Source: an optimization exercise on an open RTL-to-GDS flow (aim: small area and a short achievable clock period). Production flows keep margins and buffers that such runs may drop. At most, simulation tests tie the RTL to the original design; equivalence was not proved. For runs 3, 4 and 7, only the layout was checked, not whether the RTL still works. Power is estimated from default activity; no workload was simulated. No driver is modelled on the clock port, so clocking that relies on it looks cheaper here than on a real chip.

==> flow/design.v <==
module integral_image_engine #(
    parameter int IMG_W  = 160,
    parameter int IMG_H  = 120,
    parameter int PIX_W  = 4,
    parameter int SUM_W  = 20,
    parameter int ADDR_W = 15
) (
    input  logic              clk,
    input  logic              rst_n,
    input  logic              frame_start,
    input  logic              pix_valid,
    input  logic [PIX_W-1:0]  pix_data,
    input  logic [1:0]        mode,
    input  logic              arm,
    output logic              wr_en,
    output logic [ADDR_W-1:0] wr_addr,
    output logic [SUM_W-1:0]  wr_data,
    output logic              frame_done,
    output logic              busy,
    output logic              overflow
);
    localparam int XW = (IMG_W > 1) ? $clog2(IMG_W) : 1;
    localparam int YW = $clog2(IMG_H + 1);
    localparam int CW0 = $clog2(IMG_H * ((1 << PIX_W) - 1) + 1);
    localparam int CW  = (CW0 < SUM_W) ? CW0 : SUM_W;
    localparam int CHW = CW - PIX_W;
    localparam logic [XW-1:0] X_LAST = XW'(IMG_W - 1);
    localparam logic [YW-1:0] Y_LAST = YW'(IMG_H - 1);
    localparam logic [1:0] MODE_CONT   = 2'b00;
    localparam logic [1:0] MODE_SINGLE = 2'b01;
    logic [XW-1:0]     x;
    logic [YW-1:0]     y;
    logic              in_frame;
    logic              capture;
    logic              armed;
    logic              x_nz;        
    logic              y_nz;        
    logic [IMG_W*CW-1:0] sr;
    logic [CW-1:0]       tail;
    logic                pend;
    logic [CW-1:0]       above;
    logic [CW-1:0]       head_next;
    logic              decision;
    logic              cap_now;
    logic              accept;
    logic              x_first, y_first, x_last, y_last;
    logic              last_pix;
    logic              in_frame_next;
    logic [ADDR_W-1:0] cur_addr;
    logic [SUM_W-1:0]  base;       
    logic [SUM_W-1:0]  acc_q;      
    logic [ADDR_W-1:0] addr_q;     
    logic [SUM_W-1:0]  acc;        
    logic [SUM_W-1:0]  base16;     
    logic [SUM_W-1:0]  ii;
    logic [CHW-1:0]    above_hi_inc;
    logic [CW-1:0]     col_new;
    assign head_next = pend ? sr[3*CW-1:2*CW] : sr[2*CW-1:CW];
    logic [ADDR_W-1:0] addr_inc, addr_c;
    logic [XW-1:0]     x_inc, x_c;
    logic [YW-1:0]     y_inc, y_c;
    logic [CHW-1:0]    above_hi, above_c;
    logic [SUM_W-1:0]  b_op, b_g, b_p, b_c;         
    logic [SUM_W-1:0]  s_op, k_op, s_g, s_p, s_c;   
    localparam logic [SUM_W-1:0] K16 = SUM_W'(1 << PIX_W);
    integral_image_prefix #(.W(ADDR_W), .GW(1)) u_addr_c (
        .g(addr_q[0]), .p(addr_q), .c(addr_c));
    assign addr_inc = addr_q ^ {addr_c[ADDR_W-2:0], 1'b1};
    integral_image_prefix #(.W(XW), .GW(1)) u_x_c (
        .g(x[0]), .p(x), .c(x_c));
    assign x_inc = x ^ {x_c[XW-2:0], 1'b1};
    integral_image_prefix #(.W(YW), .GW(1)) u_y_c (
        .g(y[0]), .p(y), .c(y_c));
    assign y_inc = y ^ {y_c[YW-2:0], 1'b1};
    assign above_hi = above[CW-1:PIX_W];
    integral_image_prefix #(.W(CHW), .GW(1)) u_above_c (
        .g(above_hi[0]), .p(above_hi), .c(above_c));
    assign above_hi_inc = above_hi ^ {above_c[CHW-2:0], 1'b1};
    assign acc  = ~x_nz ? '0 : acc_q;
    assign b_op = SUM_W'(above);
    assign b_g  = acc & b_op;
    assign b_p  = acc ^ b_op;
    integral_image_prefix #(.W(SUM_W), .GW(CW)) u_base_c (
        .g(b_g[CW-1:0]), .p(b_p), .c(b_c));
    assign base = b_p ^ {b_c[SUM_W-2:0], 1'b0};
    assign s_op = acc ^ b_op ^ K16;
    assign k_op = ((acc & b_op) | ((acc | b_op) & K16)) << 1;
    assign s_g  = s_op & k_op;
    assign s_p  = s_op ^ k_op;
    integral_image_prefix #(.W(SUM_W), .GW(CW + 1)) u_base16_c (
        .g(s_g[CW:0]), .p(s_p), .c(s_c));
    assign base16 = s_p ^ {s_c[SUM_W-2:0], 1'b0};
    integral_image_pix_add #(.W(SUM_W), .PIX_W(PIX_W)) u_ii_add (
        .pix(pix_data), .restart(frame_start), .lo(base[PIX_W-1:0]),
        .hi(base[SUM_W-1:PIX_W]), .hi_inc(base16[SUM_W-1:PIX_W]), .sum(ii));
    integral_image_pix_add #(.W(CW), .PIX_W(PIX_W)) u_col_add (
        .pix(pix_data), .restart(frame_start), .lo(above[PIX_W-1:0]),
        .hi(above[CW-1:PIX_W]), .hi_inc(above_hi_inc), .sum(col_new));
    always_comb begin
        decision = 1'b0;
        case (mode)
            MODE_CONT:   decision = 1'b1;
            MODE_SINGLE: decision = armed | arm;
            default:     decision = 1'b0;
        endcase
        cap_now = frame_start ? decision : capture;
        accept  = pix_valid & (frame_start | in_frame);
        x_first  = ~x_nz;
        y_first  = ~y_nz;
        x_last   = (x == X_LAST);
        y_last   = (y == Y_LAST);
        last_pix = ~frame_start & x_last & y_last;
        if (accept) in_frame_next = ~last_pix;
        else        in_frame_next = frame_start | in_frame;
        cur_addr = (frame_start | (x_first & y_first)) ? '0 : addr_inc;
    end
    always_ff @(posedge clk) begin
        if (pend) begin
            sr <= {tail, sr[IMG_W*CW-1:CW]};
        end
        if (accept) begin
            tail   <= col_new;
            acc_q  <= ii;
            addr_q <= cur_addr;
        end
        if (frame_start) begin
            above <= '0;
        end else if (accept) begin
            above <= (y_first & ~x_last) ? '0 : head_next;
        end
    end
    always_ff @(posedge clk or negedge rst_n) begin
        if (!rst_n) begin
            x          <= '0;
            y          <= '0;
            x_nz       <= 1'b0;
            y_nz       <= 1'b0;
            in_frame   <= 1'b0;
            pend       <= 1'b0;
            capture    <= 1'b0;
            armed      <= 1'b0;
            wr_en      <= 1'b0;
            wr_addr    <= '0;
            wr_data    <= '0;
            frame_done <= 1'b0;
            busy       <= 1'b0;
            overflow   <= 1'b0;
        end else begin
            if (accept) begin
                if (frame_start) begin
                    x      <= (IMG_W > 1) ? XW'(1) : '0;
                    y      <= (IMG_W > 1) ? '0 : YW'(1);
                    x_nz   <= (IMG_W > 1);
                    y_nz   <= (IMG_W == 1);
                end else if (x_last) begin
                    x      <= '0;
                    y      <= y_inc;
                    x_nz   <= 1'b0;
                    y_nz   <= 1'b1;
                end else begin
                    x      <= x_inc;
                    x_nz   <= 1'b1;
                end
            end else if (frame_start) begin
                x      <= '0;
                y      <= '0;
                x_nz   <= 1'b0;
                y_nz   <= 1'b0;
            end
            wr_addr    <= cur_addr;
            wr_data    <= ii;
            in_frame   <= in_frame_next;
            pend       <= accept;
            capture    <= cap_now;
            wr_en      <= accept & cap_now;
            frame_done <= accept & cap_now & last_pix;
            busy       <= cap_now & in_frame_next;
            if (frame_start) begin
                overflow <= 1'b0;
            end else if (pix_valid && !in_frame) begin
                overflow <= 1'b1;
            end
            if (frame_start && (mode == MODE_SINGLE)) begin
                armed <= 1'b0;
            end else if (arm) begin
                armed <= 1'b1;
            end
        end
    end
endmodule
module integral_image_pix_add #(
    parameter int W     = 20,
    parameter int PIX_W = 4
) (
    input  logic [PIX_W-1:0] pix,
    input  logic             restart,
    input  logic [PIX_W-1:0] lo,
    input  logic [W-PIX_W-1:0] hi,
    input  logic [W-PIX_W-1:0] hi_inc,
    output logic [W-1:0]     sum
);
    logic [PIX_W-1:0] g, t;
    logic [PIX_W:0]   c;
    logic             term;
    always_comb begin
        g = lo & pix;
        t = lo ^ pix;
        c = '0;
        for (int i = 1; i <= PIX_W; i++) begin
            for (int j = 0; j < i; j++) begin
                term = g[j];
                for (int k = j + 1; k < i; k++) term = term & t[k];
                c[i] = c[i] | term;
            end
        end
        if (restart)
            sum = W'(pix);
        else
            sum = {c[PIX_W] ? hi_inc : hi, t ^ c[PIX_W-1:0]};
    end
endmodule
module integral_image_prefix #(
    parameter int W  = 20,
    parameter int GW = 20
) (
    input  logic [GW-1:0] g,
    input  logic [W-1:0]  p,
    output logic [W-1:0]  c
);
    logic [W-1:0] gg, pg;
    always_comb begin
        gg = W'(g);
        pg = p;
        for (int d = 1; d < W; d = d * 2) begin
            gg = gg | (pg & (gg << d));
            pg = pg & ((pg << d) | W'((1 << d) - 1));
        end
        c = gg;
    end
endmodule
==> flow/flow/run.sh <==
#!/bin/bash
# Standard ORFS layout; repair aims for a tighter setup target than the clock.
bash standard.sh SETUP_SLACK_MARGIN=6.8 MATCH_CELL_FOOTPRINT=0 finish > standard.log 2>&1
==> flow/standard.sh <==
#!/bin/bash
# synth_recipe.tcl (not shown) runs the flow's synth.tcl, then flattens the netlist and writes it again
# the make line also repeats each setting of config.mk as NAME=value (left out here)
make -C /OpenROAD-flow-scripts/flow DESIGN_CONFIG=/design/flow/config.mk WORK_HOME=/design/flow/orfs CLKGATE_MAP_FILE= SYNTH_SCRIPT=/design/flow/synth_recipe.tcl "${@:-finish}"
==> flow/config.mk <==
export PLATFORM = sky130hd
export DESIGN_NAME = integral_image_engine
export DESIGN_NICKNAME = integral_image_engine
export VERILOG_FILES = /design/flow/design.v
export SDC_FILE = /design/flow/constraint.sdc
export NUM_CORES = 4
export LEC_CHECK = 0
export ABC_CLOCK_PERIOD_IN_PS = 3000
export CAP_MARGIN = 20
export CORE_MARGIN = 2
export CORE_UTILIZATION = 55
export CTS_CLUSTER_DIAMETER = 80
export CTS_CLUSTER_SIZE = 30
export PLACE_DENSITY = 0.75
export SLEW_MARGIN = 20
export SYNTH_HIERARCHICAL = 1
export SYNTH_MINIMUM_KEEP_SIZE = 0
==> flow/constraint.sdc <==
create_clock -name core_clock -period 10.0 [get_ports {clk}]
set_input_delay 2.0000 -clock core_clock [delete_from_list [all_inputs] [get_ports {clk}]]
set_output_delay 2.0000 -clock core_clock [all_outputs]
set_load 0.01 [all_outputs]
==> results.txt, run 1 <==
CTS H-tree lvls=3; crit share post-route=32.3%; TritonCTS clock tree=yes; clock network latency to the later pin of the worst-skew pair=approximately 0.66 ns; post-route standard cell area excluding fillers=between 60000 and 70000 sq um; number of sinks on the clock net=1866; setup slack of the critical path after layout=6.77 ns; Netlist Area Pre-Place=59400 sq um; data arrival at the endpoint of the critical path=1.23 ns; deepest clock path buffer count=3; Final Hold Violating Endpoints=0; IR Drop Worst-Case VDD=around 0.16 mV; antenna diode count=0; largest net degree at the start of global routing=227; Crit path buffers/inverters=1; Final Net Count=2543; max_cap viols=0; proportion of layout cells with a drive suffix above 1=8.38%; Detailed Place HPWL=35.6 mm; Std-Cell Rows=120; total via count in the routed design=20800; number of vias per cell after detailed routing=about 5.3; cell family with the largest share of critical-path delay=flip-flops; CP Capture Type=output port; Overall Global Routing Usage=13.5%; ANT nets after route=0; leakage power total=21.6 nW; Wirelength per Cell=19.5 um; area overhead of the layout relative to synthesis=7.37%; Yosys Warn Count=14; DIE WIDTH=333 um; delay of the slowest critical-path stage=around 0.44 ns; worst-path cell chain=buf_6; global-route wire length before repair=117 mm; count of endpoints failing setup in the final report=0; outcome=timing/DRC/antenna clean; sum of routed wire length over all layers=~77 mm; drt first-iter violations=1931; die span in y=~330 um; synthesized instance count=about 2400; area of the core region=107000 sq um; worst-path maximum fanout=1; post-layout util=59.5%; total clock buffers created by CTS=73; Placed Instance Area=61600 sq um; number of optimization iterations in the first detailed-route pass=5; worst-case register-to-register setup slack=6.95 ns; sum of negative setup slack=0 ns; Fin Clk Skew=0.0298 ns; final-report max-slew violation count=0; DRC violation count after routing=0; cell area power density=~200 nW/um^2; net count after synthesis=2427; global placement routability congestion=0.760; class of the most critical setup path=register to output port; RSZ-0062 raised after global routing=yes; number of global-route vias before repair=a little over 20000; Initial Util=55.5%; cell at the root of the clock tree=sky130_fd_sc_hd__clkbuf_16; grt ovf=0; Crit-path slowest cell=sky130_fd_sc_hd__dfrtp_1; Relative slew margins=26.1%; count of hold buffers inserted by post-cts repair=0; CP startpoint kind=register; final critical delay including setup and external delays=3.23 ns; total power of the final layout=0.0130 W; type of the tightest min-delay check=register to register; number of I/O port buffers=49; slew at the pin with the worst max-slew slack=approximately 1.1 ns; Total Die Area=111000 sq um; Mapped Avg Cell Area=between 20 and 25 sq um; worst setup timing slack at the placement stage=5.34 ns; initial antenna violation count=1; maximum operating frequency=roughly 0.31 GHz; I/O pin count=50; Required @ worst endpoint=8.00 ns; clock slew at reported path FFs=approximately 0.11 ns
==> layout make-up <==
type | count | area (sq um)
Tap cell | 1403 | 1760
Timing Repair Buffer | 68 | 609
Clock inverter | 6 | 85.1
Sequential cell | 1866 | 55600
Clock buffer | 91 | 1970
Inverter | 36 | 135
Fill cell | 7052 | 43300
Multi-Input combinational cell | 452 | 3560
==> stage by stage <==
stage | cells | hold slack [ns]
final | 3922 | 0.421
after global placement | 3819 | 0.403
after detailed placement | 3820 | 0.405
after global routing | 3922 | 0.426
after CTS | 3920 | 0.422
after floorplan | 2381 | 0.400
==> final timing paths <==
kind / startpoint / cells past startpoint / endpoint
setup / recovery: wr_data[4]$_DFF_PN0_ / 1 / wr_data[4]
hold / removal: sr[754]$_DFFE_PP_ / 0 / sr[743]$_DFFE_PP_
setup reg to reg: x_nz$_DFFE_PN0P_ / 10 / acc_q[7]$_DFFE_PP_
hold reg to reg: sr[754]$_DFFE_PP_ / 0 / sr[743]$_DFFE_PP_
max in group asynchronous: rst_n / 2 / pend$_DFF_PN0_
min in group asynchronous: rst_n / 2 / wr_addr[13]$_DFF_PN0_
==> cell usage in the layout, fill, tap and decap left out, types with 27 or more instances in the layout <==
master,count
sky130_fd_sc_hd__ha_1,32
sky130_fd_sc_hd__nand2_1,38
sky130_fd_sc_hd__edfxtp_1,1795
sky130_fd_sc_hd__dfrtp_1,58
sky130_fd_sc_hd__clkbuf_16,76
sky130_fd_sc_hd__nor2_1,32
sky130_fd_sc_hd__clkbuf_2,36
sky130_fd_sc_hd__xor2_1,27
sky130_fd_sc_hd__xnor2_1,31
sky130_fd_sc_hd__inv_1,35
sky130_fd_sc_hd__nand2b_1,46
==> flip-flops by register name, indices dropped and copies added (netlist names), 7 cells and up <==
signal	cells
above	11
acc_q	20
addr_q	15
sr	1749
tail	11
wr_addr	15
wr_data	20
x	8
y	7
==> per-layer routing <==
layer | part of all wire (%) | GRT usage, %
met2 | 47 | 21.2
met4 | 2.2 | 3.38
met3 | 3.2 | 2.14
met5 | 0 | 0
met1 | 47 | 20.3
==> power breakdown <==
group / switching, W / internal (W)
Combinational: 0.000215 / 0.0000753
Clock: 0.00208 / 0.00142
Sequential: 0.000154 / 0.00905
==> repair_timing <==
action,CTS,global route
resized for setup,93,27
buffers inserted,3,1
cloned,0,0
setup endpoints to repair,174,210
pin swaps,1,2
==> run 2: changes to the inputs <==
--- a/flow/config.mk
+++ b/flow/config.mk
@@ -11,7 +11,6 @@
 export CORE_UTILIZATION = 55
 export CTS_CLUSTER_DIAMETER = 80
 export CTS_CLUSTER_SIZE = 30
-export PLACE_DENSITY = 0.75
 export SLEW_MARGIN = 20
 export SYNTH_HIERARCHICAL = 1
 export SYNTH_MINIMUM_KEEP_SIZE = 0
==> run 2 against run 1 <==
Net effect:
- synthesized cell count did not move
- first-iteration DRC count rose by 5.6%
- power rose by 0.32%
- critical path type unchanged
- highest routed layer unchanged
==> results.txt, run 2 <==
Netlist Area Pre-Place=59400 sq um (unchanged); Yosys Warn Count=14 (unchanged); final-report max-slew violation count=0 (unchanged); outcome=timing/DRC/antenna clean (unchanged); worst-case register-to-register setup slack=6.90 ns (was 6.95 ns); count of endpoints failing setup in the final report=0 (unchanged); final critical delay including setup and external delays=3.23 ns (about the same); Relative slew margins=23.4% (was 26.1%); proportion of layout cells with a drive suffix above 1=8.39% (was 8.38%); CP Capture Type=output port (unchanged); sum of routed wire length over all layers=71.0 mm (was 76.6 mm); synthesized instance count=2381 (unchanged); DRC violation count after routing=0 (unchanged); Detailed Place HPWL=33.1 mm (was 35.6 mm); RSZ-0062 raised after global routing=yes (unchanged); cell family with the largest share of critical-path delay=flip-flops (unchanged); CP startpoint kind=register (unchanged); capture instance of the worst register-to-register path=acc_q[18]$_DFFE_PP_ (was acc_q[7]$_DFFE_PP_); most common cell after layout, fill and taps aside=sky130_fd_sc_hd__edfxtp_1 (unchanged); source of the worst register-to-register timing path=x_nz$_DFFE_PN0P_ (unchanged); type of the tightest min-delay check=register to register (unchanged); global-route wire length before repair=112 mm (was 117 mm); Required @ worst endpoint=8.00 ns (about the same); clock network latency to the later pin of the worst-skew pair=0.66 ns (about the same); global placement routability congestion=0.805 (was 0.760); Initial Util=55.5% (unchanged); grt ovf=0 (unchanged); I/O pin count=50 (unchanged); Top Registers=sr (1749), acc_q (20), wr_data (20) (unchanged); worst-path cell chain=buf_6 (unchanged); cell depth of the worst flop-to-flop path=11 (was 10); Mapped Avg Cell Area=24.9 sq um (unchanged); cell area power density=204 nW/um^2 (about the same); number of optimization iterations in the first detailed-route pass=5 (unchanged); number of I/O port buffers=49 (unchanged); Final Hold Violating Endpoints=0 (unchanged); DIE WIDTH=333 um (unchanged); clock slew at reported path FFs=0.11 ns (about the same); number of global-route vias before repair=20000 (was 20300); Hold Crit Depth=0 (unchanged); max reg flops=1749 (unchanged); register with the most flip-flops=sr (unchanged); number of vias per cell after detailed routing=5.29 (was 5.30); net count after synthesis=2427 (unchanged); number of sinks on the clock net=1866 (unchanged); ANT nets after route=0 (unchanged); deepest clock path buffer count=3 (unchanged); destination of the worst hold path=sr[387]$_DFFE_PP_ (was sr[743]$_DFFE_PP_); max_cap viols=0 (unchanged); drt first-iter violations=2039 (was 1931); total via count in the routed design=20700 (was 20800); maximum operating frequency=0.309 GHz (was 0.310 GHz); Std-Cell Rows=120 (unchanged); Total Die Area=111000 sq um (unchanged); worst-path maximum fanout=1 (unchanged); crit share post-route=32.3% (about the same); Final Net Count=2543 (unchanged); total clock buffers created by CTS=74 (was 73); area of the core region=107000 sq um (unchanged); area overhead of the layout relative to synthesis=7.57% (was 7.37%); Wirelength per Cell=18.1 um (was 19.5 um); IR Drop Worst-Case VDD=0.146 mV (was 0.155 mV); largest net degree at the start of global routing=216 (was 227); Crit-path slowest cell=sky130_fd_sc_hd__dfrtp_1 (unchanged); initial antenna violation count=0 (was 1); Fin Clk Skew=0.0247 ns (was 0.0298 ns); delay of the slowest critical-path stage=0.42 ns (was 0.44 ns); Overall Global Routing Usage=12.6% (was 13.5%); die span in y=333 um (unchanged); CTS H-tree lvls=3 (unchanged); cell at the root of the clock tree=sky130_fd_sc_hd__clkbuf_16 (unchanged); commonest non-fill, non-tap cells in the layout=sky130_fd_sc_hd__edfxtp_1 (1795), sky130_fd_sc_hd__clkbuf_16 (77), sky130_fd_sc_hd__dfrtp_1 (58) (was sky130_fd_sc_hd__edfxtp_1 (1795), sky130_fd_sc_hd__clkbuf_16 (76), sky130_fd_sc_hd__dfrtp_1 (58)); class of the most critical setup path=register to output port (unchanged); TritonCTS clock tree=yes (unchanged); data arrival at the endpoint of the critical path=1.23 ns (about the same); slew at the pin with the worst max-slew slack=1.15 ns (was 1.11 ns); antenna diode count=0 (unchanged); worst min-delay path startpoint=sr[398]$_DFFE_PP_ (was sr[754]$_DFFE_PP_); Crit path buffers/inverters=1 (unchanged); fill cell count=7330 (was 7052); sum of negative setup slack=0 ns (unchanged); leakage power total=21.7 nW (was 21.6 nW); Post-Route Hold Slack=0.401 ns (was 0.421 ns)
## run 2: cell types whose count changed in the layout (fill, tap and decap cells not counted), sizes merged
cell | previous run | this run
inv | 39 | 38
clkinvlp | 1 | 0
clkbuf | 128 | 114
bufinv | 0 | 2
buf | 23 | 30
clkinv | 2 | 7
dlymetal6s2s | 5 | 4
## run 2: cell type report
type                    instances  area [sq um]  area share [%]
flip-flops and latches       1866         55600            87.1
clock buffers                  84          1930            3.02
repair buffers                 67           684            1.07
inverters                      36           149           0.233
multi-input cells             452          3550            5.57
clock inverters                11           158           0.247
well taps                    1403          1760            2.75
## run 2: routing by layer
metal / track usage (%) / part of all wire (%) / up-vias
li1: - / - / 9519
met1: 21.0 / 53 / 10900
met2: 16.9 / 41 / 241
met3: 2.30 / 3.0 / 116
met4: 3.97 / 2.7 / 0
met5: 0 / 0 / -
## run 2: power by group
group | leakage, nW | switching, W | internal [W]
logic | 2.22 | 0.000219 | 0.0000827
registers | 18.5 | 0.000136 | 0.00905
clock network | 1.02 | 0.00211 | 0.00144
total | 21.7 | 0.00247 | 0.0106
## run 2: how the worst max path moves through the flow
stage                               from                      to  cells past startpoint
finish              wr_data[6]$_DFF_PN0_              wr_data[6]                      1
global route        wr_data[7]$_DFF_PN0_              wr_data[7]                      1
CTS                 wr_data[6]$_DFF_PN0_              wr_data[6]                      1
detailed placement           frame_start      acc_q[0]$_DFFE_PP_                      3
global placement             pix_data[1]      acc_q[8]$_DFFE_PP_                      6
floorplan                 pend$_DFF_PN0_  above[10]$_SDFFE_PP0P_                      2
## run 2: repair_timing
| item | in CTS | in global routing |
|---|---|---|
| hold buffers | 0 | 0 |
| setup buffers | 2 | 2 |
| setup endpoints to repair | 176 | 1001 |
| hold endpoints to repair | 0 | 0 |
| pin swaps | 1 | 3 |
| gates cloned | 1 | 0 |
| gates resized for setup | 116 | 20 |
## run 2: per-stage QoR
step                instance area [sq um]  cells  setup slack, ns  util (%)  total power, W
floorplan                           59400   2381            -3.43         -         0.00964
CTS                                 63800   3916             6.70      59.6          0.0132
global route                        63900   3919             6.69      59.7          0.0135
detailed placement                  61700   3818             5.29      57.6         0.00965
global placement                    61600   3817             5.27      57.6         0.00964
finish                              63900   3919             6.77      59.7          0.0130
==> run 3: changes to the inputs <==
--- a/flow/design.v
+++ b/flow/design.v
@@ -147,6 +147,8 @@
             overflow   <= 1'b0;
         end else begin
             if (accept) begin
+                wr_addr <= cur_addr;
+                wr_data <= ii;
                 if (frame_start) begin
                     x      <= (IMG_W > 1) ? XW'(1) : '0;
                     y      <= (IMG_W > 1) ? '0 : YW'(1);
@@ -167,8 +169,6 @@
                 x_nz   <= 1'b0;
                 y_nz   <= 1'b0;
             end
-            wr_addr    <= cur_addr;
-            wr_data    <= ii;
             in_frame   <= in_frame_next;
             pend       <= accept;
             capture    <= cap_now;
==> run 3 against run 2 <==
Net effect:
- still clean
- critical path type unchanged
- global-route usage is 0.098 points higher
- setup slack worse by 0.0087 ns
- critical path depth stayed put
==> results.txt, run 3 <==
max reg flops=1749 (unchanged); Required @ worst endpoint=8.00 ns (about the same); Yosys Warn Count=14 (unchanged); setup slack of the critical path after layout=6.76 ns (was 6.77 ns); Wirelength per Cell=17.7 um (was 18.1 um); deepest clock path buffer count=3 (unchanged); maximum operating frequency=0.309 GHz (about the same); final critical delay including setup and external delays=3.24 ns (was 3.23 ns); met3 WL post-DR=2.27 mm (was 2.15 mm); number of global-route vias before repair=20500 (was 20000); number of vias per cell after detailed routing=5.26 (was 5.29); clock slew at reported path FFs=0.10 ns (was 0.11 ns); count of hold buffers inserted by post-cts repair=0 (unchanged); cell family with the largest share of critical-path delay=flip-flops (unchanged); outcome=timing/DRC/antenna clean (unchanged); synthesized instance count=2466 (was 2381); Placed Instance Area=62100 sq um (was 61700 sq um); max_cap viols=0 (unchanged); net count after synthesis=2512 (was 2427); Final Hold Violating Endpoints=0 (unchanged); clock network latency to the later pin of the worst-skew pair=0.66 ns (about the same); DRC violation count after routing=0 (unchanged); combined area of the multi-input logic cells=3930 sq um (was 3550 sq um); class of the most critical setup path=register to output port (unchanged); total clock buffers created by CTS=74 (unchanged); grt ovf=0 (unchanged); CTS H-tree lvls=3 (unchanged); storage element area=55600 sq um (unchanged); antenna diode count=0 (unchanged); initial antenna violation count=2 (was 0); Initial Util=55.6% (was 55.5%); fill cell count=7403 (was 7330); Overall Global Routing Usage=12.7% (was 12.6%); area of the core region=108000 sq um (was 107000 sq um); proportion of layout cells with a drive suffix above 1=9.67% (was 8.39%); sum of routed wire length over all layers=71.3 mm (was 71.0 mm); type of the tightest min-delay check=register to register (unchanged); slew at the pin with the worst max-slew slack=1.03 ns (was 1.15 ns); Crit path buffers/inverters=1 (unchanged); number of I/O port buffers=49 (unchanged); area overhead of the layout relative to synthesis=7.67% (was 7.57%); global placement routability congestion=0.740 (was 0.805); RSZ-0062 raised after global routing=yes (unchanged); delay of the slowest critical-path stage=0.44 ns (was 0.42 ns); cell area power density=202 nW/um^2 (was 204 nW/um^2); clock share of power=26.9% (was 27.2%); drt first-iter violations=1836 (was 2039); fraction of power spent switching nets=18.8% (was 18.9%); detailed-route wire length on metal 1=37.4 mm (was 37.6 mm); Total Die Area=111000 sq um (about the same); worst setup timing slack at the placement stage=5.33 ns (was 5.29 ns); cell at the root of the clock tree=sky130_fd_sc_hd__clkbuf_16 (unchanged); Relative slew margins=31.1% (was 23.4%); top routing layer in use=met4 (unchanged); combinational group share of total power=2.5% (was 2.3%); Netlist Area Pre-Place=59800 sq um (was 59400 sq um); Detailed Place HPWL=34.1 mm (was 33.1 mm); I/O pin count=50 (unchanged); Net Switching=0.00245 W (was 0.00247 W); data arrival at the endpoint of the critical path=1.24 ns (was 1.23 ns); length of routed met2 wiring=30.0 mm (was 29.3 mm); number of optimization iterations in the first detailed-route pass=5 (unchanged); Std-Cell Rows=120 (unchanged); CP Capture Type=output port (unchanged); ANT nets after route=0 (unchanged); IR Drop Worst-Case VDD=0.165 mV (was 0.146 mV); crit share post-route=32.4% (was 32.3%); final-report max-slew violation count=0 (unchanged); register with the most flip-flops=sr (unchanged); internal portion of total power=0.0106 W (about the same); global-route wire length before repair=113 mm (was 112 mm); worst-path maximum fanout=2 (was 1); Top Registers=sr (1749), acc_q (20), wr_data (20) (unchanged); number of sinks on the clock net=1866 (unchanged); largest net degree at the start of global routing=216 (unchanged); Crit-path slowest cell=sky130_fd_sc_hd__dfrtp_1 (unchanged); die span in y=334 um (was 333 um); worst-path cell chain=buf_6 (unchanged); register share of total power=70.6% (was 70.4%); Fin Clk Skew=0.0217 ns (was 0.0247 ns); CP startpoint kind=register (unchanged); DIE WIDTH=334 um (was 333 um); leakage power total=22.0 nW (was 21.7 nW); commonest non-fill, non-tap cells in the layout=sky130_fd_sc_hd__edfxtp_1 (1795), sky130_fd_sc_hd__nand2_1 (101), sky130_fd_sc_hd__clkbuf_16 (78) (was sky130_fd_sc_hd__edfxtp_1 (1795), sky130_fd_sc_hd__clkbuf_16 (77), sky130_fd_sc_hd__dfrtp_1 (58)); Final Net Count=2647 (was 2543); TritonCTS clock tree=yes (unchanged); total via count in the routed design=21200 (was 20700); Mapped Avg Cell Area=24.2 sq um (was 24.9 sq um); most common cell after layout, fill and taps aside=sky130_fd_sc_hd__edfxtp_1 (unchanged); count of endpoints failing setup in the final report=0 (unchanged); post-route standard cell area excluding fillers=64400 sq um (was 63900 sq um)
## run 3: stage by stage
step	power, W	hold slack, ns	setup TNS (ns)	cells	utilization (%)
after floorplan	0.00966	0.400	-4448.05	2466	-
after global placement	0.00966	0.402	0	3901	57.7
after detailed placement	0.00967	0.405	0	3902	57.7
after CTS	0.0132	0.415	0	4010	59.7
after global routing	0.0135	0.420	0	4020	59.9
final	0.0130	0.411	0	4020	59.9
## run 3: timing repair
item | 4_1_cts | 5_1_grt
setup endpoints to repair | 150 | 472
cloned | 1 | 1
gates resized for setup | 119 | 26
buffers inserted | 15 | 8
pin swaps | 4 | 1
## run 3: final timing paths
kind / from / end / slack (ns) / cells past startpoint
max reg2reg: x_nz$_DFFE_PN0P_ / wr_data[19]$_DFFE_PN0P_ / 6.98 / 12
min reg2reg: sr[391]$_DFFE_PP_ / sr[380]$_DFFE_PP_ / 0.41 / 0
max: wr_data[5]$_DFFE_PN0P_ / wr_data[5] / 6.76 / 1
max in group asynchronous: rst_n / x_nz$_DFFE_PN0P_ / 7.88 / 2
min: sr[391]$_DFFE_PP_ / sr[380]$_DFFE_PP_ / 0.41 / 0
min in group asynchronous: rst_n / wr_addr[12]$_DFFE_PN0P_ / 1.50 / 2
## run 3: cell type report
cell class	instances	share of cell area, %
flip-flops and latches	1866	86.4
repair buffers	94	1.39
clock buffers	82	3.00
well taps	1403	2.73
inverters	33	0.192
multi-input cells	532	6.11
clock inverters	10	0.185
## run 3: metal layers
layer	vias to the layer above	track usage [%]
met3	100	2.27
met4	0	3.49
met2	250	17.3
met1	11000	21.2
met5	-	0
li1	9819	-
## run 3: power groups by stage
stage	Combinational (W)	Sequential (W)	Clock, W
floorplan	0.000109	0.00955	0
global placement	0.000299	0.00936	0
detailed placement	0.000314	0.00936	0
CTS	0.000317	0.00920	0.00369
global route	0.000363	0.00924	0.00394
finish	0.000326	0.00919	0.00350
==> run 4: changes to the inputs <==
--- a/flow/design.v
+++ b/flow/design.v
@@ -35,11 +35,8 @@
     logic              armed;
     logic              x_nz;        
     logic              y_nz;        
-    logic [IMG_W*CW-1:0] sr;
-    logic [CW-1:0]       tail;
-    logic                pend;
-    logic [CW-1:0]       above;
-    logic [CW-1:0]       head_next;
+    logic [(IMG_W-1)*CW-1:0] sr;
+    logic [CW-1:0]           above;
     logic              decision;
     logic              cap_now;
     logic              accept;
@@ -55,7 +52,6 @@
     logic [SUM_W-1:0]  ii;
     logic [CHW-1:0]    above_hi_inc;
     logic [CW-1:0]     col_new;
-    assign head_next = pend ? sr[3*CW-1:2*CW] : sr[2*CW-1:CW];
     logic [ADDR_W-1:0] addr_inc, addr_c;
     logic [XW-1:0]     x_inc, x_c;
     logic [YW-1:0]     y_inc, y_c;
@@ -115,18 +111,15 @@
         cur_addr = (frame_start | (x_first & y_first)) ? '0 : addr_inc;
     end
     always_ff @(posedge clk) begin
-        if (pend) begin
-            sr <= {tail, sr[IMG_W*CW-1:CW]};
-        end
         if (accept) begin
-            tail   <= col_new;
+            sr     <= {col_new, sr[(IMG_W-1)*CW-1:CW]};
             acc_q  <= ii;
             addr_q <= cur_addr;
         end
         if (frame_start) begin
             above <= '0;
         end else if (accept) begin
-            above <= (y_first & ~x_last) ? '0 : head_next;
+            above <= (y_first & ~x_last) ? '0 : sr[CW-1:0];
         end
     end
     always_ff @(posedge clk or negedge rst_n) begin
@@ -136,7 +129,6 @@
             x_nz       <= 1'b0;
             y_nz       <= 1'b0;
             in_frame   <= 1'b0;
-            pend       <= 1'b0;
             capture    <= 1'b0;
             armed      <= 1'b0;
             wr_en      <= 1'b0;
@@ -147,8 +139,6 @@
             overflow   <= 1'b0;
         end else begin
             if (accept) begin
-                wr_addr <= cur_addr;
-                wr_data <= ii;
                 if (frame_start) begin
                     x      <= (IMG_W > 1) ? XW'(1) : '0;
                     y      <= (IMG_W > 1) ? '0 : YW'(1);
@@ -169,8 +159,9 @@
                 x_nz   <= 1'b0;
                 y_nz   <= 1'b0;
             end
+            wr_addr    <= cur_addr;
+            wr_data    <= ii;
             in_frame   <= in_frame_next;
-            pend       <= accept;
             capture    <= cap_now;
             wr_en      <= accept & cap_now;
             frame_done <= accept & cap_now & last_pix;
==> run 4 against run 3 <==
Net effect:
- utilization up 0.55 points
- sequential cell count is 12 lower
- critical path type is now primary input to register
- non-clock buffer count up 22
- clock power rose by 4%
- still clean
- highest routed layer is now met5
==> results.txt, run 4 <==
Overall Global Routing Usage=13.3% (was 12.7%); ANT nets after route=0 (unchanged); Initial Util=55.2% (was 55.6%); Total Die Area=110000 sq um (was 111000 sq um); largest net degree at the start of global routing=105 (was 216); most common cell type on the critical path=sky130_fd_sc_hd__buf_16; crit share post-route=32.7% (was 32.4%); Relative slew margins=38.2% (was 31.1%); final critical delay including setup and external delays=3.27 ns (was 3.24 ns); CP Capture Type=register (was output port); number of global-route vias before repair=19700 (was 20500); IR Drop Worst-Case VDD=0.150 mV (was 0.165 mV); initial antenna violation count=5 (was 2); most common cell after layout, fill and taps aside=sky130_fd_sc_hd__edfxtp_1 (unchanged); synthesized instance count=2357 (was 2466); Top Registers=sr (1749), acc_q (20), wr_data (20) (unchanged); data arrival at the endpoint of the critical path=3.70 ns (was 1.24 ns); Crit path buffers/inverters=7 (was 1); cell area power density=204 nW/um^2 (was 202 nW/um^2); maximum operating frequency=0.306 GHz (was 0.309 GHz); commonest non-fill, non-tap cells in the layout=sky130_fd_sc_hd__edfxtp_1 (1784), sky130_fd_sc_hd__clkbuf_16 (94), sky130_fd_sc_hd__dfrtp_1 (59) (was sky130_fd_sc_hd__edfxtp_1 (1795), sky130_fd_sc_hd__nand2_1 (101), sky130_fd_sc_hd__clkbuf_16 (78)); total via count in the routed design=20700 (was 21200); DIE WIDTH=331 um (was 334 um); worst-case register-to-register setup slack=6.95 ns (was 6.98 ns); Mapped Avg Cell Area=25.0 sq um (was 24.2 sq um); CP startpoint kind=primary input (was register); Yosys Warn Count=14 (unchanged); worst-path maximum fanout=39 (was 2); Crit-path slowest cell=sky130_fd_sc_hd__clkinvlp_4 (was sky130_fd_sc_hd__dfrtp_1); CP startpoint=frame_start (was wr_data[5]$_DFFE_PN0P_); Required @ worst endpoint=10.43 ns (was 8.00 ns); Final Hold Violating Endpoints=0 (unchanged); max_cap viols=0 (unchanged); total clock buffers created by CTS=75 (was 74); cell depth of the worst flop-to-flop path=12 (unchanged); deepest clock path buffer count=3 (unchanged); number of I/O port buffers=49 (unchanged); Detailed Place HPWL=34.8 mm (was 34.1 mm); setup slack of the critical path after layout=6.73 ns (was 6.76 ns); sum of routed wire length over all layers=75.5 mm (was 71.3 mm); worst-path cell chain=buf_2, buf_12, o21ai_4, clkinvlp_4, buf_16, buf_6, buf_16, clkbuf_16 (was buf_6); clock network latency to the later pin of the worst-skew pair=0.67 ns (was 0.66 ns); number of optimization iterations in the first detailed-route pass=5 (unchanged); RSZ-0062 raised after global routing=yes (unchanged); clock slew at reported path FFs=0.10 ns (about the same); Fin Clk Skew=0.0305 ns (was 0.0217 ns); net count after synthesis=2403 (was 2512); delay of the slowest critical-path stage=0.28 ns (was 0.44 ns); number of vias per cell after detailed routing=5.23 (was 5.26); Wirelength per Cell=19.1 um (was 17.7 um); Hold Crit Depth=0 (unchanged); drt first-iter violations=2115 (was 1836); DRC violation count after routing=0 (unchanged); outcome=timing/DRC/antenna clean (unchanged); leakage power total=22.0 nW (about the same); global-route wire length before repair=113 mm (about the same); die span in y=331 um (was 334 um); sum of negative setup slack=0 ns (unchanged); area of the core region=107000 sq um (was 108000 sq um); area overhead of the layout relative to synthesis=9.43% (was 7.67%); class of the most critical setup path=primary input to register (was register to output port); worst setup timing slack at the placement stage=4.35 ns (was 5.33 ns); register with the most flip-flops=sr (unchanged); global placement routability congestion=0.773 (was 0.740); cell at the root of the clock tree=sky130_fd_sc_hd__clkbuf_16 (unchanged); CTS H-tree lvls=3 (unchanged); Final Net Count=2571 (was 2647); slew at the pin with the worst max-slew slack=0.926 ns (was 1.03 ns); number of sinks on the clock net=1854 (was 1866); destination of the worst hold path=sr[1198]$_DFFE_PP_ (was sr[380]$_DFFE_PP_); type of the tightest min-delay check=register to register (unchanged); worst min-delay path startpoint=sr[1209]$_DFFE_PP_ (was sr[391]$_DFFE_PP_); TritonCTS clock tree=yes (unchanged); final-report max-slew violation count=0 (unchanged); proportion of layout cells with a drive suffix above 1=10.3% (was 9.67%); Std-Cell Rows=120 (unchanged); cell family with the largest share of critical-path delay=buffers and inverters (was flip-flops); Netlist Area Pre-Place=58900 sq um (was 59800 sq um); source of the worst register-to-register timing path=x_nz$_DFFE_PN0P_ (unchanged); max reg flops=1749 (unchanged); I/O pin count=50 (unchanged); grt ovf=0 (unchanged); count of endpoints failing setup in the final report=0 (unchanged); capture instance of the worst register-to-register path=acc_q[14]$_DFFE_PP_ (was wr_data[19]$_DFFE_PN0P_)
-- run 4: cell types whose count changed in the layout (fill, tap and decap cells not counted), moves of 10 or more --
cell	change
sky130_fd_sc_hd__buf_16	+11
sky130_fd_sc_hd__buf_4	-12
sky130_fd_sc_hd__clkbuf_1	+10
sky130_fd_sc_hd__clkbuf_16	+16
sky130_fd_sc_hd__edfxtp_1	-11
sky130_fd_sc_hd__mux2_2	-25
sky130_fd_sc_hd__nand2_1	-63
-- run 4: layout make-up --
| cell class | count | area [sq um] |
|---|---|---|
| flip-flops and latches | 1854 | 55300 |
| fillers | 7224 | 42200 |
| multi-input cells | 441 | 3460 |
| clock buffers | 91 | 1960 |
| well taps | 1403 | 1760 |
| repair buffers | 116 | 1580 |
| clock inverters | 17 | 259 |
| inverters | 36 | 139 |
| repair inverters | 1 | 5.00 |
| diodes | 1 | 2.50 |
-- run 4: layer usage --
layer | track usage [%] | vias to the layer above | part of all wire [%]
li1 | - | 9551 | -
met1 | 21.8 | 10800 | 51
met2 | 18.0 | 215 | 42
met3 | 2.72 | 103 | 3.6
met4 | 3.91 | 4 | 2.5
met5 | 0 | - | 0.036
-- run 4: power by group --
part | internal (W) | leakage [nW] | total (W) | switching [W]
Clock | 0.00149 | 1.07 | 0.00364 | 0.00215
Combinational | 0.000113 | 2.59 | 0.000345 | 0.000232
Sequential | 0.00899 | 18.3 | 0.00912 | 0.000138
-- run 4: worst register-to-register path, stage by stage, from the launching register on --
cell                       delay, ns
sky130_fd_sc_hd__dfrtp_1        0.37
sky130_fd_sc_hd__buf_4          0.21
sky130_fd_sc_hd__and2_1         0.18
sky130_fd_sc_hd__ha_1           0.32
sky130_fd_sc_hd__a21o_1         0.23
sky130_fd_sc_hd__a21o_1         0.23
sky130_fd_sc_hd__xor2_2         0.19
sky130_fd_sc_hd__ha_4           0.25
sky130_fd_sc_hd__o211a_1        0.15
sky130_fd_sc_hd__a211oi_4       0.22
sky130_fd_sc_hd__buf_6          0.15
sky130_fd_sc_hd__buf_12         0.15
sky130_fd_sc_hd__mux2i_4        0.25
-- run 4: timing repair --
| action | 4_1_cts | 5_1_grt |
|---|---|---|
| resized for setup | 148 | 46 |
| pin swaps | 2 | 3 |
| endpoints found under the setup margin | 1911 | 1064 |
| setup buffers | 10 | 8 |
| hold buffers | 0 | 0 |
| gates cloned | 15 | 10 |
| endpoints found under the hold margin | 0 | 0 |
-- run 4: how the worst max path moves through the flow --
stage	cells past startpoint	endpoint	slack (ns)
5_1_grt	1	wr_data[1]	6.68
3_5_place_dp	6	sr[1419]$_DFFE_PP_	4.35
4_1_cts	1	wr_data[1]	6.69
3_3_place_gp	6	sr[1222]$_DFFE_PP_	4.51
6_report	8	sr[1717]$_DFFE_PP_	6.73
2_1_floorplan	3	acc_q[0]$_DFFE_PP_	-19.58
-- run 4: metrics by stage --
stage	utilization (%)	hold WS, ns	total power [W]	cell area (sq um)	cells
finish	60.4	0.401	0.0131	64400	3960
global route	60.4	0.397	0.0136	64400	3960
CTS	60.0	0.396	0.0133	63900	3941
detailed placement	57.5	0.405	0.00959	61200	3808
global placement	57.4	0.401	0.00958	61200	3807
floorplan	-	0.400	0.00980	58900	2357
==> run 5: changes to the inputs <==
--- a/flow/design.v
+++ b/flow/design.v
@@ -20,23 +20,25 @@
     output logic              overflow
 );
     localparam int XW = (IMG_W > 1) ? $clog2(IMG_W) : 1;
-    localparam int YW = $clog2(IMG_H + 1);
     localparam int CW0 = $clog2(IMG_H * ((1 << PIX_W) - 1) + 1);
     localparam int CW  = (CW0 < SUM_W) ? CW0 : SUM_W;
     localparam int CHW = CW - PIX_W;
     localparam logic [XW-1:0] X_LAST = XW'(IMG_W - 1);
-    localparam logic [YW-1:0] Y_LAST = YW'(IMG_H - 1);
+    localparam logic [ADDR_W-1:0] A_PRE_LAST = ADDR_W'((IMG_H - 1) * IMG_W - 1);
     localparam logic [1:0] MODE_CONT   = 2'b00;
     localparam logic [1:0] MODE_SINGLE = 2'b01;
     logic [XW-1:0]     x;
-    logic [YW-1:0]     y;
     logic              in_frame;
     logic              capture;
     logic              armed;
     logic              x_nz;        
     logic              y_nz;        
-    logic [(IMG_W-1)*CW-1:0] sr;
-    logic [CW-1:0]           above;
+    logic              y_end;       
+    logic [IMG_W*CW-1:0] sr;
+    logic [CW-1:0]       tail;
+    logic                pend;
+    logic [CW-1:0]       above;
+    logic [CW-1:0]       head_next;
     logic              decision;
     logic              cap_now;
     logic              accept;
@@ -52,9 +54,9 @@
     logic [SUM_W-1:0]  ii;
     logic [CHW-1:0]    above_hi_inc;
     logic [CW-1:0]     col_new;
+    assign head_next = pend ? sr[3*CW-1:2*CW] : sr[2*CW-1:CW];
     logic [ADDR_W-1:0] addr_inc, addr_c;
     logic [XW-1:0]     x_inc, x_c;
-    logic [YW-1:0]     y_inc, y_c;
     logic [CHW-1:0]    above_hi, above_c;
     logic [SUM_W-1:0]  b_op, b_g, b_p, b_c;         
     logic [SUM_W-1:0]  s_op, k_op, s_g, s_p, s_c;   
@@ -65,9 +67,6 @@
     integral_image_prefix #(.W(XW), .GW(1)) u_x_c (
         .g(x[0]), .p(x), .c(x_c));
     assign x_inc = x ^ {x_c[XW-2:0], 1'b1};
-    integral_image_prefix #(.W(YW), .GW(1)) u_y_c (
-        .g(y[0]), .p(y), .c(y_c));
-    assign y_inc = y ^ {y_c[YW-2:0], 1'b1};
     assign above_hi = above[CW-1:PIX_W];
     integral_image_prefix #(.W(CHW), .GW(1)) u_above_c (
         .g(above_hi[0]), .p(above_hi), .c(above_c));
@@ -104,31 +103,35 @@
         x_first  = ~x_nz;
         y_first  = ~y_nz;
         x_last   = (x == X_LAST);
-        y_last   = (y == Y_LAST);
+        y_last   = y_end;
         last_pix = ~frame_start & x_last & y_last;
         if (accept) in_frame_next = ~last_pix;
         else        in_frame_next = frame_start | in_frame;
         cur_addr = (frame_start | (x_first & y_first)) ? '0 : addr_inc;
     end
     always_ff @(posedge clk) begin
+        if (pend) begin
+            sr <= {tail, sr[IMG_W*CW-1:CW]};
+        end
         if (accept) begin
-            sr     <= {col_new, sr[(IMG_W-1)*CW-1:CW]};
+            tail   <= col_new;
             acc_q  <= ii;
             addr_q <= cur_addr;
         end
         if (frame_start) begin
             above <= '0;
         end else if (accept) begin
-            above <= (y_first & ~x_last) ? '0 : sr[CW-1:0];
+            above <= (y_first & ~x_last) ? '0 : head_next;
         end
     end
     always_ff @(posedge clk or negedge rst_n) begin
         if (!rst_n) begin
             x          <= '0;
-            y          <= '0;
+            y_end      <= (IMG_H == 1);
             x_nz       <= 1'b0;
             y_nz       <= 1'b0;
             in_frame   <= 1'b0;
+            pend       <= 1'b0;
             capture    <= 1'b0;
             armed      <= 1'b0;
             wr_en      <= 1'b0;
@@ -141,12 +144,12 @@
             if (accept) begin
                 if (frame_start) begin
                     x      <= (IMG_W > 1) ? XW'(1) : '0;
-                    y      <= (IMG_W > 1) ? '0 : YW'(1);
+                    y_end  <= (IMG_W > 1) ? (IMG_H == 1) : (IMG_H == 2);
                     x_nz   <= (IMG_W > 1);
                     y_nz   <= (IMG_W == 1);
                 end else if (x_last) begin
                     x      <= '0;
-                    y      <= y_inc;
+                    y_end  <= (cur_addr == A_PRE_LAST);
                     x_nz   <= 1'b0;
                     y_nz   <= 1'b1;
                 end else begin
@@ -155,13 +158,14 @@
                 end
             end else if (frame_start) begin
                 x      <= '0;
-                y      <= '0;
+                y_end  <= (IMG_H == 1);
                 x_nz   <= 1'b0;
                 y_nz   <= 1'b0;
             end
             wr_addr    <= cur_addr;
             wr_data    <= ii;
             in_frame   <= in_frame_next;
+            pend       <= accept;
             capture    <= cap_now;
             wr_en      <= accept & cap_now;
             frame_done <= accept & cap_now & last_pix;
==> run 5 against run 4 <==
Net effect:
- maximum frequency rose by 1.1%
- combinational power fell by 17%
- sequential share of layout area grew 1.5 points
- sequential power is 0.4% higher
- still clean on timing, DRC and antenna
- power decreased by 0.90%
- largest power group unchanged
==> results.txt, run 5 <==
number of optimization iterations in the first detailed-route pass=5 (unchanged); Yosys Warn Count=14 (unchanged); synthesized instance count=2348 (was 2357); IR Drop Worst-Case VDD=0.165 mV (was 0.150 mV); Crit-path slowest cell=sky130_fd_sc_hd__dfrtp_1 (was sky130_fd_sc_hd__clkinvlp_4); largest net degree at the start of global routing=207 (was 105); total clock buffers created by CTS=74 (was 75); register with the most flip-flops=sr (unchanged); Post-Route Hold Slack=0.415 ns (was 0.401 ns); max_cap viols=0 (unchanged); global-route wire length before repair=110 mm (was 113 mm); clock network latency to the later pin of the worst-skew pair=0.68 ns (was 0.67 ns); number of global-route vias before repair=19500 (was 19700); Relative slew margins=32.7% (was 38.2%); worst-path cell chain=buf_6 (was buf_2, buf_12, o21ai_4, clkinvlp_4, buf_16, buf_6, buf_16, clkbuf_16); Placed Instance Area=61300 sq um (was 61200 sq um); drt first-iter violations=1939 (was 2115); Fin Clk Skew=0.0274 ns (was 0.0305 ns); number of sinks on the clock net=1860 (was 1854); crit share post-route=32.3% (was 32.7%); Initial Util=55.2% (about the same); total via count in the routed design=20500 (was 20700); class of the most critical setup path=register to output port (was primary input to register); ANT nets after route=0 (unchanged); antenna diode count=0 (was 1); cell area power density=204 nW/um^2 (about the same); post-route standard cell area excluding fillers=63600 sq um (was 64400 sq um); source of the worst register-to-register timing path=pend$_DFF_PN0_ (was x_nz$_DFFE_PN0P_); commonest non-fill, non-tap cells in the layout=sky130_fd_sc_hd__edfxtp_1 (1795), sky130_fd_sc_hd__clkbuf_16 (78), sky130_fd_sc_hd__dfrtp_1 (52) (was sky130_fd_sc_hd__edfxtp_1 (1784), sky130_fd_sc_hd__clkbuf_16 (94), sky130_fd_sc_hd__dfrtp_1 (59)); RSZ-0062 raised after global routing=yes (unchanged); DIE WIDTH=331 um (about the same); clock slew at reported path FFs=0.10 ns (about the same); global placement routability congestion=0.785 (was 0.773); sum of routed wire length over all layers=70.1 mm (was 75.5 mm); area overhead of the layout relative to synthesis=7.84% (was 9.43%); proportion of layout cells with a drive suffix above 1=8.31% (was 10.3%); Detailed Place HPWL=31.6 mm (was 34.8 mm); CP Capture Type=output port (was register); maximum operating frequency=0.310 GHz (was 0.306 GHz); post-layout util=59.6% (was 60.4%); most common cell after layout, fill and taps aside=sky130_fd_sc_hd__edfxtp_1 (unchanged); final critical delay including setup and external delays=3.23 ns (was 3.27 ns); outcome=timing/DRC/antenna clean (unchanged); max reg flops=1749 (unchanged); area of the core region=107000 sq um (about the same); slew at the pin with the worst max-slew slack=1.01 ns (was 0.926 ns); grt ovf=0 (unchanged); cell depth of the worst flop-to-flop path=2 (was 12); worst-case register-to-register setup slack=6.95 ns (about the same); Overall Global Routing Usage=12.4% (was 13.3%); number of I/O port buffers=49 (unchanged); Final Hold Violating Endpoints=0 (unchanged); CP startpoint=wr_data[10]$_DFF_PN0_ (was frame_start); delay of the slowest critical-path stage=0.43 ns (was 0.28 ns); type of the tightest min-delay check=register to register (unchanged); I/O pin count=50 (unchanged); deepest clock path buffer count=3 (unchanged); Crit path buffers/inverters=1 (was 7); Wirelength per Cell=18.0 um (was 19.1 um); Std-Cell Rows=120 (unchanged); Mapped Avg Cell Area=25.1 sq um (was 25.0 sq um); CP startpoint kind=register (was primary input); data arrival at the endpoint of the critical path=1.23 ns (was 3.70 ns); TritonCTS clock tree=yes (unchanged); Top Registers=sr (1749), acc_q (20), wr_data (20) (unchanged); sum of negative setup slack=0 ns (unchanged); Required @ worst endpoint=8.00 ns (was 10.43 ns); count of endpoints failing setup in the final report=0 (unchanged); final-report max-slew violation count=0 (unchanged); leakage power total=21.6 nW (was 22.0 nW); capture instance of the worst register-to-register path=sr[784]$_DFFE_PP_ (was acc_q[14]$_DFFE_PP_); die span in y=331 um (about the same); cell at the root of the clock tree=sky130_fd_sc_hd__clkbuf_16 (unchanged); DRC violation count after routing=0 (unchanged); number of vias per cell after detailed routing=5.25 (was 5.23); cell family with the largest share of critical-path delay=flip-flops (was buffers and inverters); CTS H-tree lvls=3 (unchanged); net count after synthesis=2394 (was 2403); crit path capture=wr_data[10] (was sr[1717]$_DFFE_PP_); Final Net Count=2518 (was 2571); critical path depth in cells=1 (was 8); Total Die Area=110000 sq um (about the same); Netlist Area Pre-Place=59000 sq um (was 58900 sq um); worst-path maximum fanout=1 (was 39); initial antenna violation count=1 (was 5)
run 5: worst min path at each step:
stage	startpoint	end	slack, ns	cells after the start
floorplan	sr[1011]$_DFFE_PP_	sr[1000]$_DFFE_PP_	0.40	0
global placement	sr[1579]$_DFFE_PP_	sr[1568]$_DFFE_PP_	0.40	0
detailed placement	sr[1029]$_DFFE_PP_	sr[1018]$_DFFE_PP_	0.40	0
CTS	sr[1343]$_DFFE_PP_	sr[1332]$_DFFE_PP_	0.42	0
global route	tail[8]$_DFFE_PP_	sr[1757]$_DFFE_PP_	0.42	0
finish	sr[1343]$_DFFE_PP_	sr[1332]$_DFFE_PP_	0.42	0
run 5: final cells by class:
cell class                      instances  area [sq um]
Clock buffer                           83          1930
Clock inverter                         13           166
Fill cell                            7319         43200
Inverter                               33           134
Multi-Input combinational cell        434          3370
Sequential cell                      1860         55500
Tap cell                             1403          1760
Timing Repair Buffer                   69           747
run 5: repair_timing:
item,4_1_cts,5_1_grt
buffers inserted,2,2
endpoints found under the setup margin,135,892
resized for setup,121,30
hold buffers,0,0
gates cloned,1,1
pin swaps,1,3
endpoints found under the hold margin,0,0
run 5: routing by layer:
layer / track usage, % / wire length, um
met4: 3.54 / 1670
met3: 2.26 / 2330
met1: 20.9 / 37300
met2: 16.5 / 28800
met5: 0 / 0
run 5: through the flow:
stage,std cells,power (W),worst slack [ns]
floorplan,2348,0.00960,-3.61
global placement,3792,0.00959,5.25
detailed placement,3793,0.00960,5.49
CTS,3892,0.0132,6.70
global route,3895,0.0135,6.70
finish,3895,0.0130,6.77
run 5: where the power goes:
| part | internal, W | switching, W | leakage, nW |
|---|---|---|---|
| sequential | 0.00902 | 0.000137 | 18.4 |
| clock | 0.00142 | 0.00213 | 1.02 |
| combinational | 0.0000785 | 0.000209 | 2.18 |
==> run 6: changes to the inputs <==
==> flow/flow/run.sh (replaced) <==
#!/bin/bash
# Standard ORFS layout; repair aims for a tighter setup target than the clock,
# and clock tree synthesis adds no dummy loads.
bash standard.sh SETUP_SLACK_MARGIN=7.0 MATCH_CELL_FOOTPRINT=0 \
  "CTS_ARGS=-sink_clustering_enable -repair_clock_nets -sink_clustering_size 30 -sink_clustering_max_diameter 80 -dont_use_dummy_load" \
  finish > standard.log 2>&1
==> run 6 against run 5 <==
Net effect:
- largest cell class unchanged
- utilization up 0.074 points
- first-iteration DRC count down 3.6%
- maximum frequency up 1.3%
- clock skew up 0.031 ns
- non-clock buffer count up 9
- critical path depth unchanged
- still clean
==> results.txt, run 6 <==
Initial Util=55.2% (unchanged); Overall Global Routing Usage=12.5% (was 12.4%); slew at the pin with the worst max-slew slack=0.936 ns (was 1.01 ns); global placement routability congestion=0.785 (unchanged); fraction of power spent switching nets=18.6% (was 19.0%); Std-Cell Rows=120 (unchanged); register share of total power=71.4% (was 70.5%); class of the most critical setup path=register to output port (unchanged); combinational group share of total power=2.4% (was 2.2%); Top Registers=sr (1749), acc_q (20), wr_data (20) (unchanged); crit share post-route=31.9% (was 32.3%); Final Hold Violating Endpoints=0 (unchanged); capture instance of the worst register-to-register path=acc_q[9]$_DFFE_PP_ (was sr[784]$_DFFE_PP_); number of I/O port buffers=49 (unchanged); Placed Instance Area=61300 sq um (unchanged); Netlist Area Pre-Place=59000 sq um (unchanged); area overhead of the layout relative to synthesis=7.97% (was 7.84%); IR Drop Worst-Case VDD=0.141 mV (was 0.165 mV); data arrival at the endpoint of the critical path=1.19 ns (was 1.23 ns); proportion of layout cells with a drive suffix above 1=9.23% (was 8.31%); count of hold buffers inserted by post-cts repair=0 (unchanged); post-layout util=59.6% (about the same); CTS H-tree lvls=3 (unchanged); cell family with the largest share of critical-path delay=flip-flops (unchanged); type of the tightest min-delay check=register to register (unchanged); clock slew at reported path FFs=0.10 ns (about the same); worst-path maximum fanout=1 (unchanged); number of global-route vias before repair=19500 (about the same); count of placed standard cells including taps=3793 (unchanged); TritonCTS clock tree=yes (unchanged); combined area of the multi-input logic cells=3570 sq um (was 3370 sq um); Crit path buffers/inverters=1 (unchanged); Wirelength per Cell=18.3 um (was 18.0 um); Required @ worst endpoint=8.00 ns (about the same); cell at the root of the clock tree=sky130_fd_sc_hd__clkbuf_16 (unchanged); total clock buffers created by CTS=74 (unchanged); total via count in the routed design=20500 (about the same); largest net degree at the start of global routing=195 (was 207); number of vias per cell after detailed routing=5.28 (was 5.25); area of the core region=107000 sq um (unchanged); Net Switching=0.00239 W (was 0.00247 W); post-route standard cell area excluding fillers=63700 sq um (was 63600 sq um); global-route wire length before repair=110 mm (about the same); most common cell after layout, fill and taps aside=sky130_fd_sc_hd__edfxtp_1 (unchanged); maximum operating frequency=0.314 GHz (was 0.310 GHz); Relative slew margins=37.6% (was 32.7%); Hold Crit Depth=0 (unchanged); Mapped Avg Cell Area=25.1 sq um (unchanged); max_cap viols=0 (unchanged); cell depth of the worst flop-to-flop path=11 (was 2); final critical delay including setup and external delays=3.19 ns (was 3.23 ns); DRC violation count after routing=0 (unchanged); worst min-delay path startpoint=sr[1749]$_DFFE_PP_ (was sr[1343]$_DFFE_PP_); final-report max-slew violation count=0 (unchanged); clock network latency to the later pin of the worst-skew pair=0.68 ns (about the same); net count after synthesis=2394 (unchanged); CP startpoint kind=register (unchanged); destination of the worst hold path=sr[1738]$_DFFE_PP_ (was sr[1332]$_DFFE_PP_); Fin Clk Skew=0.0581 ns (was 0.0274 ns); I/O pin count=50 (unchanged); sum of routed wire length over all layers=70.9 mm (was 70.1 mm); Detailed Place HPWL=31.6 mm (unchanged); max reg flops=1749 (unchanged); Yosys Warn Count=14 (unchanged); total power of the final layout=0.0128 W (was 0.0130 W); grt ovf=0 (unchanged); deepest clock path buffer count=3 (unchanged); delay of the slowest critical-path stage=0.42 ns (was 0.43 ns); DIE WIDTH=331 um (unchanged); storage element area=55500 sq um (about the same); worst-case register-to-register setup slack=7.09 ns (was 6.95 ns); die span in y=331 um (unchanged); outcome=timing/DRC/antenna clean (unchanged); CP Capture Type=output port (unchanged); number of sinks on the clock net=1860 (unchanged); synthesized instance count=2348 (unchanged); source of the worst register-to-register timing path=x_nz$_DFFE_PN0P_ (was pend$_DFF_PN0_); fill cell count=7289 (was 7319); internal portion of total power=0.0104 W (was 0.0105 W); antenna diode count=0 (unchanged); cell area power density=202 nW/um^2 (was 204 nW/um^2); Final Net Count=2528 (was 2518); register with the most flip-flops=sr (unchanged); RSZ-0062 raised after global routing=yes (unchanged); initial antenna violation count=1 (unchanged); leakage power total=21.5 nW (was 21.6 nW); worst-path cell chain=buf_6 (unchanged); count of endpoints failing setup in the final report=0 (unchanged); ANT nets after route=0 (unchanged); number of optimization iterations in the first detailed-route pass=4 (was 5); commonest non-fill, non-tap cells in the layout=sky130_fd_sc_hd__edfxtp_1 (1795), sky130_fd_sc_hd__clkbuf_16 (78), sky130_fd_sc_hd__dfrtp_1 (52) (unchanged); drt first-iter violations=1869 (was 1939); clock share of power=26.3% (was 27.3%); Total Die Area=110000 sq um (unchanged); filler-free cell count of the finished design=3883 (was 3895); Crit-path slowest cell=sky130_fd_sc_hd__dfrtp_1 (unchanged)
-- run 6: what timing repair did --
action / CTS / global route
pin swaps: 7 / 10
hold endpoints to repair: 0 / 0
cloned: 4 / 1
setup buffers: 8 / 3
setup endpoints to repair: 907 / 274
resized for setup: 146 / 43
-- run 6: stage by stage --
stage | hold slack [ns] | TNS [ns] | setup slack (ns)
final | 0.391 | 0 | 6.81
after global routing | 0.396 | 0 | 6.75
after CTS | 0.394 | 0 | 6.74
after detailed placement | 0.405 | 0 | 5.49
after global placement | 0.401 | 0 | 5.25
after floorplan | 0.400 | -4457.56 | -3.61
-- run 6: area by class of cell --
class | count | share of cell area, %
Clock buffer | 74 | 2.91
Inverter | 33 | 0.222
Multi-Input combinational cell | 434 | 5.61
Sequential cell | 1860 | 87.2
Tap cell | 1403 | 2.76
Timing Repair Buffer | 78 | 1.33
Timing Repair inverter | 1 | 0.0138
-- run 6: how the worst max path moves through the flow --
stage	slack [ns]	cells after the start	to	start
2_1_floorplan	-3.61	3	above[0]$_SDFFE_PP0P_	pend$_DFF_PN0_
3_3_place_gp	5.25	6	acc_q[7]$_DFFE_PP_	pix_data[1]
6_report	6.81	1	wr_data[10]	wr_data[10]$_DFF_PN0_
4_1_cts	6.74	1	wr_data[6]	wr_data[6]$_DFF_PN0_
5_1_grt	6.75	1	wr_data[6]	wr_data[6]$_DFF_PN0_
3_5_place_dp	5.49	7	acc_q[8]$_DFFE_PP_	pix_data[1]
-- run 6: power by group through the flow --
stage	sequential [W]	combinational [W]	clock, W
after floorplan	0.00951	0.0000859	0
after global placement	0.00933	0.000262	0
after detailed placement	0.00932	0.000276	0
after CTS	0.00917	0.000293	0.00356
after global routing	0.00920	0.000335	0.00379
final	0.00916	0.000303	0.00337
-- run 6: worst reg2reg max path, delay by kind of cell (launching register included) --
kind                       cells  cell delay, ns
adders and majority gates      2            0.48
DFF                            1            0.56
muxes                          1            0.24
AOI/OAI and AO/OA              4            0.77
and+or+nand+nor                1            0.17
buffers and inverters          2            0.31
xor gates and xnor gates       1            0.21
-- run 6: layer usage --
metal / global-route usage [%] / part of all wire, % / vias to the layer above
li1: - / - / 9381
met1: 21.1 / 53 / 10800
met2: 16.7 / 41 / 235
met3: 2.24 / 3.2 / 104
met4: 3.61 / 2.5 / 0
met5: 0 / 0 / -
==> run 7: changes to the inputs <==
--- a/flow/design.v
+++ b/flow/design.v
@@ -142,6 +142,8 @@
             overflow   <= 1'b0;
         end else begin
             if (accept) begin
+                wr_addr <= cur_addr;
+                wr_data <= ii;
                 if (frame_start) begin
                     x      <= (IMG_W > 1) ? XW'(1) : '0;
                     y_end  <= (IMG_W > 1) ? (IMG_H == 1) : (IMG_H == 2);
@@ -162,8 +164,6 @@
                 x_nz   <= 1'b0;
                 y_nz   <= 1'b0;
             end
-            wr_addr    <= cur_addr;
-            wr_data    <= ii;
             in_frame   <= in_frame_next;
             pend       <= accept;
             capture    <= cap_now;
==> flow/flow/run.sh (replaced) <==
#!/bin/bash
# Standard ORFS layout; repair aims for a tighter setup target than the clock,
# and clock tree synthesis adds no dummy loads.
bash standard.sh SETUP_SLACK_MARGIN=6.8 MATCH_CELL_FOOTPRINT=0 \
  "CTS_ARGS=-sink_clustering_enable -repair_clock_nets -sink_clustering_size 30 -sink_clustering_max_diameter 80 -dont_use_dummy_load" \
  finish > standard.log 2>&1
==> run 7 against run 6 <==
Net effect:
- synthesized area up 0.74%
- sequential share of layout area down 0.31 points
- sequential power about the same
- hold slack worse by 0.017 ns
- sequential cell count unchanged
- critical path depth unchanged
- power up 0.21%
- register-to-register slack worse by 0.20 ns
- maximum frequency down 2.3%
- utilization about the same
- count of clock-buffer cells in the layout unchanged
- design area up 0.36%
- highest routed layer unchanged
==> results.txt, run 7 <==
Detailed Place HPWL=33.2 mm (was 31.6 mm); count of endpoints failing setup in the final report=0 (unchanged); crit share post-route=32.6% (was 31.9%); DRC violation count after routing=0 (unchanged); most common cell after layout, fill and taps aside=sky130_fd_sc_hd__edfxtp_1 (unchanged); drt first-iter violations=2183 (was 1869); clock slew at reported path FFs=0.11 ns (was 0.10 ns); Crit path buffers/inverters=1 (unchanged); IR Drop Worst-Case VDD=0.161 mV (was 0.141 mV); deepest clock path buffer count=3 (unchanged); count of hold buffers inserted by post-cts repair=0 (unchanged); DIE WIDTH=333 um (was 331 um); total power of the final layout=0.0129 W (was 0.0128 W); Mapped Avg Cell Area=24.9 sq um (was 25.1 sq um); max_cap viols=0 (unchanged); Post-Route Hold Slack=0.375 ns (was 0.391 ns); total clock buffers created by CTS=74 (unchanged); I/O pin count=50 (unchanged); ANT nets after route=0 (unchanged); max reg flops=1749 (unchanged); CTS H-tree lvls=3 (unchanged); net count after synthesis=2431 (was 2394); Final Net Count=2570 (was 2528); TritonCTS clock tree=yes (unchanged); Wirelength per Cell=18.3 um (about the same); Total Die Area=111000 sq um (was 110000 sq um); number of vias per cell after detailed routing=5.28 (about the same); Std-Cell Rows=120 (unchanged); proportion of layout cells with a drive suffix above 1=9.67% (was 9.23%); register with the most flip-flops=sr (unchanged); grt ovf=0 (unchanged); number of sinks on the clock net=1860 (unchanged); outcome=timing/DRC/antenna clean (unchanged); Netlist Area Pre-Place=59400 sq um (was 59000 sq um); clock network latency to the later pin of the worst-skew pair=0.68 ns (about the same); cell family with the largest share of critical-path delay=flip-flops (unchanged); Top Registers=sr (1749), acc_q (20), wr_data (20) (unchanged); Final Hold Violating Endpoints=0 (unchanged); global placement routability congestion=0.781 (was 0.785); slew at the pin with the worst max-slew slack=1.05 ns (was 0.936 ns); cell at the root of the clock tree=sky130_fd_sc_hd__clkbuf_16 (unchanged); largest net degree at the start of global routing=220 (was 195); class of the most critical setup path=register to output port (unchanged); count of placed standard cells including taps=3831 (was 3793); sum of routed wire length over all layers=72.0 mm (was 70.9 mm); die span in y=333 um (was 331 um); Yosys Warn Count=14 (unchanged); final-report max-slew violation count=0 (unchanged); setup slack of the critical path after layout=6.74 ns (was 6.81 ns)
==> run 7: cell count changes in the layout (fill, tap and decap cells not counted), moves of 9 or more <==
cell / delta
sky130_fd_sc_hd__mux2_2: +25
sky130_fd_sc_hd__o21ai_0: +18
sky130_fd_sc_hd__ha_4: -9
sky130_fd_sc_hd__mux2_4: +10
sky130_fd_sc_hd__buf_6: +12
sky130_fd_sc_hd__ha_1: +12
sky130_fd_sc_hd__o21ai_1: -9
==> run 7: worst paths after layout <==
| kind | startpoint | end | slack (ns) | cells past startpoint |
|---|---|---|---|---|
| max | wr_addr[10]$_DFFE_PN0P_ | wr_addr[10] | 6.74 | 1 |
| min | tail[6]$_DFFE_PP_ | sr[1755]$_DFFE_PP_ | 0.37 | 0 |
| max reg2reg | x_nz$_DFFE_PN0P_ | wr_data[9]$_DFFE_PN0P_ | 6.89 | 12 |
| min reg2reg | tail[6]$_DFFE_PP_ | sr[1755]$_DFFE_PP_ | 0.37 | 0 |
| max in group asynchronous | rst_n | wr_data[6]$_DFFE_PN0P_ | 7.94 | 2 |
| min in group asynchronous | rst_n | wr_data[15]$_DFFE_PN0P_ | 1.48 | 2 |
==> run 7: final cells by class <==
class                   count  area (sq um)
inverters                  32           125
fillers                  7301         43200
clock buffers              74          1850
flip-flops and latches   1860         55500
multi-input cells         471          3770
well taps                1403          1760
repair buffers             85           896
==> run 7: metrics by stage <==
step / instance area [sq um] / TNS [ns]
after floorplan: 59400 / -4457.64
after global placement: 61700 / 0
after detailed placement: 61700 / 0
after CTS: 63600 / 0
after global routing: 63900 / 0
final: 63900 / 0
==> run 7: metal layers <==
metal  share of wire, %  routed length [um]  global-route usage, %  vias up
li1                   -                   -                      -     9537
met1                 53               38200                   21.6    10800
met2                 41               29400                   16.6      283
met3                3.6                2610                   2.43       90
met4                2.4                1710                   3.88        0
met5                  0                   0                      0        -
==> run 7: where the power goes <==
part	internal [W]	switching (W)
logic	0.0000943	0.000220
registers	0.00902	0.000143
clock network	0.00134	0.00204
total	0.0105	0.00240
==> run 7: timing repair <==
action,in CTS,in global routing
endpoints found under the hold margin,0,0
pin swaps,5,5
resized for setup,124,36
setup endpoints to repair,165,431
cloned,0,1
setup buffers,11,6

Check on run 7: ideal ports give 6.738 ns setup slack; a clkbuf_16 on the clock port and buf_2 on the inputs give 6.666 ns; moving port delays by the midpoint clock arrival (0.713 ns) as well gives 6.109 ns.
